What follows belongs to an exercise in optimizing a design on an open flow for a short achievable clock period and few clock cycles; a production flow would make more cautious choices. Power is estimated from default activity; no workload was simulated.

== job 9587 ==
==> module mdc_input_stage, before the edit <==
module mdc_input_stage #(
    parameter int RUN_LEN = mdc_pkg::N_ENTRIES
) (
    input  wire logic                clk,
    input  wire logic                rst_n,
    input  wire logic                in_valid,
    input  wire logic [8:0]          in_mode,
    input  wire logic [14:0]         in_data,
    output mdc_pkg::entry_t          entry,
    output logic [RUN_LEN-1:0]       wr_en,
    output logic                     run_done,
    output logic                     mode3
);
    localparam int CNT_W = $clog2(RUN_LEN);
    localparam logic [CNT_W-1:0] LAST_IDX = CNT_W'(RUN_LEN - 1);
    mdc_pkg::mode_t     mode_dec;
    logic [CNT_W-1:0]   cnt;
    logic               run_ok;
    logic               first;
    logic               mode_ok;
    hamming_decoder #(
        .DATA_W (mdc_pkg::MODE_W),
        .CODE_W (9)
    ) u_mode_dec (
        .code (in_mode),
        .data (mode_dec)
    );
    hamming_decoder #(
        .DATA_W (mdc_pkg::ENTRY_W),
        .CODE_W (15)
    ) u_entry_dec (
        .code (in_data),
        .data (entry)
    );
    assign first   = (cnt == '0);
    assign mode_ok = (mode_dec == mdc_pkg::MODE_DET2) || (mode_dec == mdc_pkg::MODE_DET3);
    always_comb begin
        for (int j = 0; j < RUN_LEN; j++) begin
            wr_en[j] = in_valid && (cnt == CNT_W'(j));
        end
    end
    always_ff @(posedge clk or negedge rst_n) begin
        if (!rst_n) begin
            cnt      <= '0;
            run_ok   <= 1'b0;
            run_done <= 1'b0;
            mode3    <= 1'b0;
        end else begin
            run_done <= in_valid && (cnt == LAST_IDX) && run_ok;
            if (in_valid) begin
                cnt <= cnt + 1'b1;
                if (first) begin
                    run_ok <= mode_ok;
                    mode3  <= (mode_dec == mdc_pkg::MODE_DET3);
                end
            end
        end
    end
endmodule
==> flow/config.mk <==
export PLATFORM = sky130hd
export DESIGN_NAME = mdc_top
export DESIGN_NICKNAME = mdc_top
export VERILOG_FILES = /design/flow/design.v
export SDC_FILE = /design/flow/constraint.sdc
export NUM_CORES = 4
export LEC_CHECK = 0
export CAP_MARGIN = 20
export CORE_MARGIN = 2
export CORE_UTILIZATION = 40
export SLEW_MARGIN = 20
==> flow/constraint.sdc <==
create_clock -name core_clock -period 18.0 [get_ports {clk}]
set_input_delay 3.6000 -clock core_clock [delete_from_list [all_inputs] [get_ports {clk}]]
set_output_delay 3.6000 -clock core_clock [all_outputs]
set_load 0.01 [all_outputs]
run.sh (not shown) runs the stock make flow with config.mk's settings and CLKGATE_MAP_FILE= SYNTH_SCRIPT=/design/flow/synth_recipe.tcl, a recipe that flattens the netlist after the stock synthesis.
The inputs of job 1767 differ from those of job 9587 as listed below.
diff --git a/flow/design.v b/flow/design.v
--- a/flow/design.v
+++ b/flow/design.v
@@ -81,19 +81,19 @@
     output logic                     mode3
 );
     localparam int CNT_W = $clog2(RUN_LEN);
     localparam logic [CNT_W-1:0] LAST_IDX = CNT_W'(RUN_LEN - 1);
     mdc_pkg::mode_t     mode_dec;
+    logic [8:0]         mode_code;
     logic [CNT_W-1:0]   cnt;
-    logic               run_ok;
     logic               first;
     logic               mode_ok;
     hamming_decoder #(
         .DATA_W (mdc_pkg::MODE_W),
         .CODE_W (9)
     ) u_mode_dec (
-        .code (in_mode),
+        .code (mode_code),
         .data (mode_dec)
     );
     hamming_decoder #(
         .DATA_W (mdc_pkg::ENTRY_W),
         .CODE_W (15)
@@ -109,24 +109,24 @@
         end
     end
     always_ff @(posedge clk or negedge rst_n) begin
         if (!rst_n) begin
             cnt      <= '0;
-            run_ok   <= 1'b0;
             run_done <= 1'b0;
-            mode3    <= 1'b0;
         end else begin
-            run_done <= in_valid && (cnt == LAST_IDX) && run_ok;
+            run_done <= in_valid && (cnt == LAST_IDX) && mode_ok;
             if (in_valid) begin
                 cnt <= cnt + 1'b1;
-                if (first) begin
-                    run_ok <= mode_ok;
-                    mode3  <= (mode_dec == mdc_pkg::MODE_DET3);
-                end
             end
         end
     end
+    always_ff @(posedge clk) begin
+        if (in_valid && first) begin
+            mode_code <= in_mode;
+        end
+        mode3 <= (mode_dec == mdc_pkg::MODE_DET3);
+    end
 endmodule
 `default_nettype wire
 `default_nettype none
 module matrix_buffer #(
     parameter int RUN_LEN = mdc_pkg::N_ENTRIES
==> run notes <==
- Job 1767 finished every stage and its layout cleared the timing, design-rule and antenna checks.
- Between job 9587 and job 1767, the difference in total power is negligible.
- Switching share of power (lower): job 1767
- Minimum setup slack among reg-to-reg paths (higher): job 9587
- On net count after synthesis, the higher figure sits with job 1767, not job 9587.
- Looking at non-filler instance count after layout, job 1767 sits 67 higher than job 9587 does.
- [job 1767] time the final worst path needs with I/O delays and setup fell 1600 ps relative to job 9587
No functional check of the RTL was part of any run of this note.

[afterwards: timing with drivers on the ports]
Ports are ideal in the flow. The routed layouts listed here were re-timed in OpenROAD. Step 1: set_driving_cell puts a clkbuf_16 on clk and a buf_2 on each other input, an assumption about the parent block. Step 2 times the ports against the registers' clock, not the clock port: input delays grow and output delays shrink by t, the midpoint of the rising clock arrivals with the driver on. Three values: ideal, step 1, step 2; two values: the first two.
| run | t (ns) | slack for setup (ns) | latest minus earliest clock arrival (ns) | slew at the worst register clock pin (ns) | cell pins on the clock port's net |
|---|---|---|---|---|---|
| job 9587 | 0.653 | 10.454 / 10.497 / 9.845 | 0.023 / 0.023 | 0.06 / 0.06 | 1 |
| job 1767 | 0.663 | 12.051 / 12.081 / 11.417 | 0.029 / 0.029 | 0.06 / 0.06 | 1 |
After both steps setup and hold are still met in every run listed. The setup slack of job 1767, which loses most, moves by +0.030 ns with the drivers and by -0.634 ns with both steps.
